Source: an optimization exercise on an open RTL-to-GDS flow (aim: small area, a short achievable clock period and few clock cycles per item). Production flows keep margins and buffers that such runs may drop. In this exercise RTL edits were held to simulation tests only and were not proved equivalent to the original. Power and IR drop assume default switching activity.

===== flow/config.mk =====
export PLATFORM = sky130hd
export DESIGN_NAME = frame_buffer_pool_manager_top
export DESIGN_NICKNAME = frame_buffer_pool_manager_top
export VERILOG_FILES = /design/flow/design.v
export SDC_FILE = /design/flow/constraint.sdc
export NUM_CORES = 4
export LEC_CHECK = 0
export CAP_MARGIN = 20
export CORE_MARGIN = 2
export CORE_UTILIZATION = 40
export SLEW_MARGIN = 20

===== flow/constraint.sdc =====
create_clock -name core_clock -period 6.0 [get_ports {clk}]
set_input_delay 1.2000 -clock core_clock [delete_from_list [all_inputs] [get_ports {clk}]]
set_output_delay 1.2000 -clock core_clock [all_outputs]
set_load 0.01 [all_outputs]

===== flow/run.sh =====
#!/bin/bash
# synth_recipe.tcl (not shown) runs the flow's synth.tcl, then flattens the netlist and writes it again
# the make line also repeats each setting of config.mk as NAME=value (left out here)
make -C /OpenROAD-flow-scripts/flow DESIGN_CONFIG=/design/flow/config.mk WORK_HOME=/design/flow/orfs CLKGATE_MAP_FILE= SYNTH_SCRIPT=/design/flow/synth_recipe.tcl finish

===== flow/design.v =====
`default_nettype none
package fbpm_pkg;
    localparam int POOL_BUFFERS_DEF = 4;
    localparam logic [2:0] ACT_PAINT      = 3'd0;
    localparam logic [2:0] ACT_CONSUME    = 3'd1;
    localparam logic [2:0] ACT_RETURN     = 3'd2;
    localparam logic [2:0] ACT_CLEAR_PEND = 3'd3;
    localparam logic [2:0] ACT_RESET_POOL = 3'd4;
    typedef struct packed {
        logic [2:0]  action;
        logic [14:0] frame_width;
        logic [14:0] frame_height;
        logic [1:0]  buffer_index;
    } fbpm_req_t;
    typedef struct packed {
        logic        accepted;
        logic [1:0]  buffer_index_res;
        logic [31:0] generation;
        logic        replaced_ready;
        logic        reinitialized;
        logic [2:0]  free_count;
        logic        ready_valid;
        logic [2:0]  in_flight_count;
        logic        fresh_pending;
    } fbpm_res_t;
    typedef struct packed {
        logic load;
        logic search;
        logic commit;
    } fbpm_cmd_t;
endpackage
`default_nettype wire
`default_nettype none
import fbpm_pkg::*;
module fbpm_ctrl
(
    input  wire logic      clk,
    input  wire logic      rst_n,
    input  wire logic      start,
    output logic           busy,
    output fbpm_pkg::fbpm_cmd_t      cmd
);
    typedef enum logic [2:0] {
        ST_IDLE   = 3'b001,
        ST_SEARCH = 3'b010,
        ST_UPDATE = 3'b100
    } fbpm_state_t;
    fbpm_state_t state_reg;
    fbpm_state_t state_next;
    logic        take;
    assign busy = (state_reg == ST_SEARCH);
    assign take = start && !busy;
    always_comb
    begin
        case (state_reg)
            ST_IDLE:   state_next = take ? ST_SEARCH : ST_IDLE;
            ST_SEARCH: state_next = ST_UPDATE;
            ST_UPDATE: state_next = take ? ST_SEARCH : ST_IDLE;
            default:   state_next = ST_IDLE;
        endcase
    end
    always_ff @(posedge clk or negedge rst_n)
    begin
        if (!rst_n)
        begin
            state_reg <= ST_IDLE;
        end
        else
        begin
            state_reg <= state_next;
        end
    end
    assign cmd.load   = take;
    assign cmd.search = (state_reg == ST_SEARCH);
    assign cmd.commit = (state_reg == ST_UPDATE);
endmodule
`default_nettype wire
`default_nettype none
import fbpm_pkg::*;
module fbpm_datapath
#(
    parameter int POOL_BUFFERS = fbpm_pkg::POOL_BUFFERS_DEF
)
(
    input  wire logic      clk,
    input  wire logic      rst_n,
    input  wire fbpm_pkg::fbpm_cmd_t cmd,
    input  wire fbpm_pkg::fbpm_req_t request,
    output logic           done,
    output fbpm_pkg::fbpm_res_t      result
);
    localparam int SLOT_W = (POOL_BUFFERS > 1) ? $clog2(POOL_BUFFERS) : 1;
    localparam int CNT_W  = $clog2(POOL_BUFFERS + 1);
    localparam int IDX_W  = SLOT_W + 2;
    localparam logic [CNT_W-1:0]  POOL_CNT  = CNT_W'(POOL_BUFFERS);
    localparam logic [SLOT_W-1:0] LAST_SLOT = SLOT_W'(POOL_BUFFERS - 1);
    localparam logic [IDX_W-1:0]  POOL_IDX  = IDX_W'(POOL_BUFFERS);
    logic [SLOT_W-1:0] free_stack_reg  [POOL_BUFFERS];
    logic [SLOT_W-1:0] free_stack_next [POOL_BUFFERS];
    logic [SLOT_W-1:0] flight_list_reg [POOL_BUFFERS];
    logic [SLOT_W-1:0] flight_list_next[POOL_BUFFERS];
    logic [31:0]       slot_gen_reg    [POOL_BUFFERS];
    logic [31:0]       slot_gen_next   [POOL_BUFFERS];
    logic [CNT_W-1:0]  free_top_reg,     free_top_next;
    logic [CNT_W-1:0]  flight_count_reg, flight_count_next;
    logic              ready_flag_reg,   ready_flag_next;
    logic [SLOT_W-1:0] ready_slot_reg,   ready_slot_next;
    logic [31:0]       paint_gen_reg,    paint_gen_next;
    logic [31:0]       uploaded_gen_reg, uploaded_gen_next;
    logic [14:0]       alloc_width_reg,  alloc_width_next;
    logic [14:0]       alloc_height_reg, alloc_height_next;
    fbpm_pkg::fbpm_req_t req_reg;
    logic [SLOT_W-1:0] pop_entry_reg;
    logic              ready_hit_reg;
    logic              idx_hit_reg;
    logic              fl_hit_reg;
    logic [SLOT_W-1:0] fl_pos_reg;
    logic [SLOT_W-1:0] fl_last_reg;
    logic [31:0]       ready_gen_reg;
    logic              gen_gt_reg;
    logic              size_diff_reg;
    fbpm_pkg::fbpm_res_t result_reg;
    fbpm_pkg::fbpm_res_t result_next;
    logic              done_reg;
    logic [CNT_W-1:0]  top_m1;
    logic [CNT_W-1:0]  fl_m1;
    logic [IDX_W-1:0]  idx_wide;
    logic [SLOT_W-1:0] idx_slot;
    logic              idx_ok;
    logic              ready_hit;
    logic              idx_hit;
    logic              fl_hit;
    logic [SLOT_W-1:0] fl_pos;
    logic [CNT_W+2:0]  free_wide;
    logic [CNT_W+2:0]  flight_wide;
    logic [SLOT_W+1:0] grant_wide;
    logic [SLOT_W-1:0] grant_slot;
    logic              grant;
    logic              replaced;
    logic              reinit;
    logic [31:0]       grant_gen;
    assign top_m1   = free_top_reg - CNT_W'(1);
    assign fl_m1    = flight_count_reg - CNT_W'(1);
    assign idx_wide = {{SLOT_W{1'b0}}, req_reg.buffer_index};
    assign idx_slot = idx_wide[SLOT_W-1:0];
    assign idx_ok   = (idx_wide < POOL_IDX);
    always_comb
    begin
        ready_hit = 1'b0;
        idx_hit   = 1'b0;
        fl_hit    = 1'b0;
        fl_pos    = '0;
        for (int i = 0; i < POOL_BUFFERS; i++)
        begin
            if ((CNT_W'(i) < top_m1) && (free_stack_reg[i] == ready_slot_reg))
            begin
                ready_hit = 1'b1;
            end
            if ((CNT_W'(i) < free_top_reg) && (free_stack_reg[i] == idx_slot))
            begin
                idx_hit = 1'b1;
            end
        end
        for (int i = POOL_BUFFERS - 1; i >= 0; i--)
        begin
            if ((CNT_W'(i) < flight_count_reg) && (flight_list_reg[i] == idx_slot))
            begin
                fl_hit = 1'b1;
                fl_pos = SLOT_W'(i);
            end
        end
    end
    always_ff @(posedge clk)
    begin
        if (cmd.load)
        begin
            req_reg <= request;
        end
        if (cmd.search)
        begin
            pop_entry_reg <= free_stack_reg[top_m1[SLOT_W-1:0]];
            ready_hit_reg <= ready_hit;
            idx_hit_reg   <= idx_hit;
            fl_hit_reg    <= fl_hit;
            fl_pos_reg    <= fl_pos;
            fl_last_reg   <= flight_list_reg[fl_m1[SLOT_W-1:0]];
            ready_gen_reg <= slot_gen_reg[ready_slot_reg];
            gen_gt_reg    <= (paint_gen_reg > uploaded_gen_reg);
            size_diff_reg <= (req_reg.frame_width != alloc_width_reg) ||
                             (req_reg.frame_height != alloc_height_reg);
        end
    end
    always_comb
    begin
        for (int i = 0; i < POOL_BUFFERS; i++)
        begin
            free_stack_next[i]  = free_stack_reg[i];
            flight_list_next[i] = flight_list_reg[i];
            slot_gen_next[i]    = slot_gen_reg[i];
        end
        free_top_next     = free_top_reg;
        flight_count_next = flight_count_reg;
        ready_flag_next   = ready_flag_reg;
        ready_slot_next   = ready_slot_reg;
        paint_gen_next    = paint_gen_reg;
        uploaded_gen_next = uploaded_gen_reg;
        alloc_width_next  = alloc_width_reg;
        alloc_height_next = alloc_height_reg;
        grant             = 1'b0;
        grant_slot        = '0;
        grant_gen         = '0;
        replaced          = 1'b0;
        reinit            = 1'b0;
        case (req_reg.action)
            ACT_PAINT:
            begin
                if (size_diff_reg)
                begin
                    for (int i = 0; i < POOL_BUFFERS; i++)
                    begin
                        free_stack_next[i] = SLOT_W'(i);
                        slot_gen_next[i]   = (SLOT_W'(i) == LAST_SLOT) ? 32'd1 : 32'd0;
                    end
                    free_top_next     = POOL_CNT - CNT_W'(1);
                    flight_count_next = '0;
                    ready_flag_next   = 1'b1;
                    ready_slot_next   = LAST_SLOT;
                    paint_gen_next    = 32'd1;
                    uploaded_gen_next = '0;
                    alloc_width_next  = req_reg.frame_width;
                    alloc_height_next = req_reg.frame_height;
                    grant             = 1'b1;
                    grant_slot        = LAST_SLOT;
                    grant_gen         = 32'd1;
                    reinit            = 1'b1;
                end
                else
                begin
                    if (free_top_reg != '0)
                    begin
                        grant         = 1'b1;
                        grant_slot    = pop_entry_reg;
                        free_top_next = top_m1;
                        if (ready_flag_reg)
                        begin
                            replaced = 1'b1;
                            if (!ready_hit_reg)
                            begin
                                for (int i = 0; i < POOL_BUFFERS; i++)
                                begin
                                    if (SLOT_W'(i) == top_m1[SLOT_W-1:0])
                                    begin
                                        free_stack_next[i] = ready_slot_reg;
                                    end
                                end
                                free_top_next = free_top_reg;
                            end
                        end
                    end
                    else if (ready_flag_reg)
                    begin
                        grant      = 1'b1;
                        grant_slot = ready_slot_reg;
                        replaced   = 1'b1;
                    end
                    if (grant)
                    begin
                        paint_gen_next            = paint_gen_reg + 32'd1;
                        for (int i = 0; i < POOL_BUFFERS; i++)
                        begin
                            if (SLOT_W'(i) == grant_slot)
                            begin
                                slot_gen_next[i] = paint_gen_reg + 32'd1;
                            end
                        end
                        ready_flag_next           = 1'b1;
                        ready_slot_next           = grant_slot;
                        grant_gen                 = paint_gen_reg + 32'd1;
                    end
                end
            end
            ACT_CONSUME:
            begin
                if (ready_flag_reg && gen_gt_reg)
                begin
                    grant           = 1'b1;
                    grant_slot      = ready_slot_reg;
                    grant_gen       = ready_gen_reg;
                    ready_flag_next = 1'b0;
                    uploaded_gen_next = ready_gen_reg;
                    if (flight_count_reg < POOL_CNT)
                    begin
                        for (int i = 0; i < POOL_BUFFERS; i++)
                        begin
                            if (SLOT_W'(i) == flight_count_reg[SLOT_W-1:0])
                            begin
                                flight_list_next[i] = ready_slot_reg;
                            end
                        end
                        flight_count_next = flight_count_reg + CNT_W'(1);
                    end
                end
            end
            ACT_RETURN:
            begin
                if (idx_ok)
                begin
                    for (int i = 0; i < POOL_BUFFERS; i++)
                    begin
                        if (SLOT_W'(i) == idx_slot)
                        begin
                            slot_gen_next[i] = '0;
                        end
                    end
                    if (fl_hit_reg)
                    begin
                        flight_count_next          = fl_m1;
                        for (int i = 0; i < POOL_BUFFERS; i++)
                        begin
                            if (SLOT_W'(i) == fl_pos_reg)
                            begin
                                flight_list_next[i] = fl_last_reg;
                            end
                        end
                    end
                    if (!idx_hit_reg && (free_top_reg < POOL_CNT))
                    begin
                        for (int i = 0; i < POOL_BUFFERS; i++)
                        begin
                            if (SLOT_W'(i) == free_top_reg[SLOT_W-1:0])
                            begin
                                free_stack_next[i] = idx_slot;
                            end
                        end
                        free_top_next = free_top_reg + CNT_W'(1);
                    end
                end
            end
            ACT_CLEAR_PEND:
            begin
                uploaded_gen_next = paint_gen_reg;
            end
            ACT_RESET_POOL:
            begin
                for (int i = 0; i < POOL_BUFFERS; i++)
                begin
                    slot_gen_next[i] = '0;
                end
                free_top_next     = '0;
                flight_count_next = '0;
                ready_flag_next   = 1'b0;
                ready_slot_next   = '0;
                paint_gen_next    = '0;
                uploaded_gen_next = '0;
                alloc_width_next  = '0;
                alloc_height_next = '0;
            end
            default:
            begin
            end
        endcase
    end
    assign free_wide   = {3'b000, free_top_next};
    assign flight_wide = {3'b000, flight_count_next};
    assign grant_wide  = {2'b00, grant_slot};
    always_comb
    begin
        result_next.accepted         = grant;
        result_next.buffer_index_res = grant ? grant_wide[1:0] : 2'b00;
        result_next.generation       = grant_gen;
        result_next.replaced_ready   = replaced;
        result_next.reinitialized    = reinit;
        result_next.free_count       = free_wide[2:0];
        result_next.ready_valid      = ready_flag_next;
        result_next.in_flight_count  = flight_wide[2:0];
        result_next.fresh_pending    = ready_flag_next &&
                                       (paint_gen_next > uploaded_gen_next);
    end
    always_ff @(posedge clk or negedge rst_n)
    begin
        if (!rst_n)
        begin
            free_top_reg     <= '0;
            flight_count_reg <= '0;
            ready_flag_reg   <= 1'b0;
            ready_slot_reg   <= '0;
            paint_gen_reg    <= '0;
            uploaded_gen_reg <= '0;
            alloc_width_reg  <= '0;
            alloc_height_reg <= '0;
            for (int i = 0; i < POOL_BUFFERS; i++)
            begin
                slot_gen_reg[i] <= '0;
            end
            done_reg         <= 1'b0;
        end
        else
        begin
            done_reg <= cmd.commit;
            if (cmd.commit)
            begin
                free_top_reg     <= free_top_next;
                flight_count_reg <= flight_count_next;
                ready_flag_reg   <= ready_flag_next;
                ready_slot_reg   <= ready_slot_next;
                paint_gen_reg    <= paint_gen_next;
                uploaded_gen_reg <= uploaded_gen_next;
                alloc_width_reg  <= alloc_width_next;
                alloc_height_reg <= alloc_height_next;
                for (int i = 0; i < POOL_BUFFERS; i++)
                begin
                    slot_gen_reg[i] <= slot_gen_next[i];
                end
            end
        end
    end
    always_ff @(posedge clk)
    begin
        if (cmd.commit)
        begin
            for (int i = 0; i < POOL_BUFFERS; i++)
            begin
                free_stack_reg[i]  <= free_stack_next[i];
                flight_list_reg[i] <= flight_list_next[i];
            end
            result_reg      <= result_next;
        end
    end
    assign done   = done_reg;
    assign result = result_reg;
endmodule
`default_nettype wire
`default_nettype none
import fbpm_pkg::*;
module frame_buffer_pool_manager_top
#(
    parameter int POOL_BUFFERS = fbpm_pkg::POOL_BUFFERS_DEF
)
(
    input  wire logic        clk,
    input  wire logic        rst_n,
    input  wire logic        start,
    output logic             busy,
    input  wire logic [34:0] request,
    output logic             done,
    output logic [44:0]      result
);
    fbpm_pkg::fbpm_cmd_t cmd;
    fbpm_pkg::fbpm_req_t request_s;
    fbpm_pkg::fbpm_res_t result_s;
    assign request_s = request;
    assign result    = result_s;
    fbpm_ctrl u_ctrl (
        .clk   (clk),
        .rst_n (rst_n),
        .start (start),
        .busy  (busy),
        .cmd   (cmd)
    );
    fbpm_datapath #(
        .POOL_BUFFERS (POOL_BUFFERS)
    ) u_datapath (
        .clk     (clk),
        .rst_n   (rst_n),
        .cmd     (cmd),
        .request (request_s),
        .done    (done),
        .result  (result_s)
    );
endmodule
`default_nettype wire

==> notes.md <==
[cells by family (layout without fill, tap and decap cells)]
| kind of cell | after synthesis | after routing |
|---|---|---|
| AO/OA/AOI/OAI | 401 | 401 |
| AND/OR/NAND/NOR | 545 | 545 |
| adder cells (fa/ha/maj) | 78 | 78 |
| multiplexers | 119 | 119 |
| buffers and inverters | 173 | 243 |
| flip-flops | 374 | 374 |
| XOR/XNOR | 99 | 99 |
[routing by layer]
metal	vias up	track usage (%)
li1	6557	-
met1	6888	29.5
met2	447	31.3
met3	85	4.02
met4	0	6.90
met5	-	0
[area by class of cell]
type | count | area share, %
Sequential cell | 374 | 45.2
Timing Repair Buffer | 105 | 4.56
Clock buffer | 59 | 5.37
Clock inverter | 21 | 1.23
Tap cell | 615 | 3.46
Inverter | 58 | 0.978
Multi-Input combinational cell | 1242 | 39.2
[path summary, 6_finish.rpt]
kind / end / slack (ns) / cells after the start
worst min-delay path: u_ctrl.state_reg[1] / 0.46 / 1
max in group asynchronous: u_datapath.ready_slot_reg[0] / 4.05 / 2
worst max register to register: u_datapath.result_reg[0] / 1.22 / 14
worst max-delay path: u_datapath.result_reg[0] / 1.22 / 14
worst min register to register: u_ctrl.state_reg[1] / 0.46 / 1
min in group asynchronous: u_datapath.uploaded_gen_reg[15] / 0.64 / 1
[cells in the final DEF (no fill, tap or decap), types with 10 or more instances in the layout]
cell type	instances
sky130_fd_sc_hd__dfrtp_1	232
sky130_fd_sc_hd__nand2b_1	13
sky130_fd_sc_hd__xnor2_1	58
sky130_fd_sc_hd__inv_1	55
sky130_fd_sc_hd__nor2_1	96
sky130_fd_sc_hd__a222oi_1	36
sky130_fd_sc_hd__a21oi_1	48
sky130_fd_sc_hd__nand3_1	24
sky130_fd_sc_hd__o31ai_1	38
sky130_fd_sc_hd__ha_1	78
sky130_fd_sc_hd__and4_1	11
sky130_fd_sc_hd__mux2i_1	10
sky130_fd_sc_hd__o21ai_1	35
sky130_fd_sc_hd__edfxtp_1	139
sky130_fd_sc_hd__nand2_1	286
sky130_fd_sc_hd__clkbuf_16	43
sky130_fd_sc_hd__xor2_1	41
sky130_fd_sc_hd__buf_4	20
sky130_fd_sc_hd__o21ai_0	187
sky130_fd_sc_hd__clkdlybuf4s50_1	83
sky130_fd_sc_hd__clkbuf_1	10
sky130_fd_sc_hd__mux4_2	32
sky130_fd_sc_hd__nor3_1	13
sky130_fd_sc_hd__nand4_1	22
sky130_fd_sc_hd__mux2_2	75
[report_power, final]
part | internal [mW] | switching, mW | total, mW
clock | 1.62 | 1.08 | 2.71
sequential | 2.90 | 0.189 | 3.09
combinational | 0.420 | 0.689 | 1.11
total | 4.95 | 1.96 | 6.91
[through the flow]
step / total power [mW] / setup slack, ns / util (%)
finish: 6.91 / 1.22 / 46.4
global route: 7.22 / 0.978 / 46.4
CTS: 6.98 / 1.34 / 46.4
detailed placement: 4.26 / 1.37 / 43.4
global placement: 4.23 / 1.51 / 43.4
floorplan: 3.84 / 1.81 / -
[worst max-delay path: stages (launching register included)]
cell and delay [ns]:
sky130_fd_sc_hd__dfrtp_1 0.51, sky130_fd_sc_hd__inv_1 0.17, sky130_fd_sc_hd__ha_1 0.27, sky130_fd_sc_hd__nor3b_2 0.44
sky130_fd_sc_hd__inv_2 0.11, sky130_fd_sc_hd__nand2_1 0.52, sky130_fd_sc_hd__nand2_1 0.53, sky130_fd_sc_hd__o21ai_0 0.21
sky130_fd_sc_hd__nand2_1 0.09, sky130_fd_sc_hd__o31ai_1 0.11, sky130_fd_sc_hd__ha_1 0.20, sky130_fd_sc_hd__nand4_1 0.14
sky130_fd_sc_hd__or4_1 0.54, sky130_fd_sc_hd__or4_1 0.54, sky130_fd_sc_hd__o311a_1 0.14
==> flow_summary_export.csv <==
group,metric,value,unit
logic_synthesis,synth_compound_area_share,12.8,%
pwr,vdd_drop_max,0.262,mV
pwr,p_per_area,310,nW/µm²
critical_path,critPathLaunch,"u_datapath.free_top_reg[0]",
clock_tree,cts_made_buffers,43,
detailed_routing,drt_pass1_iterations,5,
cells_and_area,fin_area,22300,µm²
cells_and_area,antennaDiodeCount,0,
sta,grt_setup_unrepaired,"no",
pwr,static-leakage-power,8.99,nW
floorplan,start_util,40.6,%
critical_path,worst-setup-path-type,"flip-flop to flip-flop",
logic_synthesis,synth_area_per_cell,10.9,µm²
critical_path,worst-path-max-fanout,15,
logic_synthesis,synth.mux.area_fraction,8.67,%
global_routing,overflow,0,
global_routing,first_global_vias,14002,
detailed_routing,drc,0,
critical_path,worst-endpoint-required,6.33,ns
floorplan,num_rows,80,
detailed_routing,maxUsedRoutingLayer,"met4",
detailed_routing,via_per_inst,5.65,
clock_tree,htree_num_levels,2,
sta,skew,0.0223,ns
critical_path,critPathArrivalTime,5.11,ns
clock_tree,clkTransAtPathRegs,0.06,ns
cells_and_area,post_route_cells_drive_above_1_share,13.4,%
detailed_routing,met3WireLength,3590,µm
detailed_routing,finalWirelength,51100,µm
logic_synthesis,synth-simple-area-share,13.7,%
critical_path,rr_startpoint,"u_datapath.free_top_reg[0]",
clock_tree,tritoncts,"done",
global_routing,initial_antenna_violation_count,1,
sta,finalCritPeriodShare,79.7,%
clock_tree,root_buf_cell,"sky130_fd_sc_hd__clkbuf_16",
clock_tree,cts-root-to-sink-buffers,3,
logic_synthesis,synthMostInstantiatedCell,"sky130_fd_sc_hd__nand2_1",
cells_and_area,layout.cells.non_filler,2474,
sta,fmax,0.209,GHz
logic_synthesis,yosys_warnings,8,
floorplan,fp.coreArea,47900,µm²
sta,finalSetupTns,0,ns
critical_path,critPathLaunchType,"flip-flop",
sta,period_needed,4.78,ns
place,buffer_ports.inserted,84,
floorplan,floorplan_die_area,50500,µm²
clock_tree,clk_latency,0.58,ns
logic_synthesis,synthesized_area,19500,µm²
sta,relative_slew_margins,31.1,%
cells_and_area,nFillCells,4344,
global_routing,largest_net_degree_at_the_start_of_global_routing,105,
floorplan,ios,85,
place,dpl-instance-area,20800,µm²
global_routing,grt_first_pass_wirelength,80400,µm
floorplan,die_height,225,µm
detailed_routing,num_vias,13977,
sta,setup-violations-final,0,
logic_synthesis,synthCells,1789,
logic_synthesis,synth_seq_area_share,51.6,%
logic_synthesis,synthAdderAreaFrac,5.01,%
cells_and_area,area_delta_synth_final,14.3,%
logic_synthesis,area_share_of_the_largest_cell_type_after_synthesis,30.1,%
logic_synthesis,synthesis.nets,1905,
logic_synthesis,async_reset_ff_share,62.8,%
clock_tree,cts.repair.resized,0,
clock_tree,postCtsSetupRepairBufs,0,
sta,timing_worst_slew_pin_value,1.03,ns
logic_synthesis,synth_area_leaders,"sky130_fd_sc_hd__dfrtp_1 30%, sky130_fd_sc_hd__edfxtp_1 21%, sky130_fd_sc_hd__nand2_1 5.6%, sky130_fd_sc_hd__ha_1 5.0%, sky130_fd_sc_hd__o21ai_0 4.8%",
cells_and_area,multi_input_comb_area,8730,µm²
logic_synthesis,synth_cell_type_count,72,
cells_and_area,final_nets,1940,
logic_synthesis,synthDominantAreaCellType,"sky130_fd_sc_hd__dfrtp_1",
detailed_routing,drt-initial-drc-count,1117,
sta,final_max_slew_viol_count,0,
clock_tree,postCtsHoldBufs,0,
global_routing,grtUsageTotal,20.6,%
logic_synthesis,ys_top_cells_by_count,"288 x sky130_fd_sc_hd__nand2_1, 234 x sky130_fd_sc_hd__dfrtp_1, 188 x sky130_fd_sc_hd__o21ai_0",
floorplan,fp.dieW,225,µm
sta,final.hold.worst_slack,0.464,ns
logic_synthesis,synth-edff-count,139,
place,placed_cells_incl_taps,2394,
place,hpwl,34900,µm
worst_hold_path,worst_hold_path_type,"flip-flop to flip-flop",
sta,hold_viol_final,0,
critical_path,crit_path_end_kind,"flip-flop",
logic_synthesis,synth_top_flop_cell,"sky130_fd_sc_hd__dfrtp_1",
detailed_routing,met2RoutedLength,22800,µm
detailed_routing,wire_per_inst,20.7,µm
detailed_routing,drt-met1-wl,23200,µm
logic_synthesis,largest_family_of_logic_cells_by_synthesized_area,"simple AND/OR/NAND/NOR gates",
logic_synthesis,synthXorXnorAreaFrac,4.45,%
cells_and_area,largest_register_ff_count,128,
worst_hold_path,hold_path_startpoint,"u_ctrl.state_reg[1]",
outcome,run_status,"complete, no violations",
flow_run,cap_violations,0,
place,place_congestion,0.934,
clock_tree,clock_sink_count,374,
logic_synthesis,synth_seq_cells,374,
cells_and_area,final-seq-area,10100,µm²
detailed_routing,drt_antenna_net_count,0,
Testbench counts, summed over its fixed seeds: cycles 19,216, items 9,600.

[separate check: timing with driven ports]
Ports are ideal in the flow. The routed layout listed here was re-timed in OpenROAD.
Step 1 assumes that a clkbuf_16 drives the clock port and a buf_2 every other input.
Step 2 adds t to the input delays and takes it off the output delays; t is the mean of the earliest and latest rising clock arrival at the registers after step 1. Input paths then give back, and output paths get back, about the clock's delay inside the block.
Slacks: ideal / step 1 / step 2; pairs: ideal / step 1.
t, ns: 0.625
setup WS [ns]: 1.221 / 1.221 / 1.221
clock arrival spread, ns: 0.023 / 0.023
After both steps this run still meets setup and hold. The setup slack of this run moves by 0.000 ns with the drivers and by 0.000 ns with both steps.
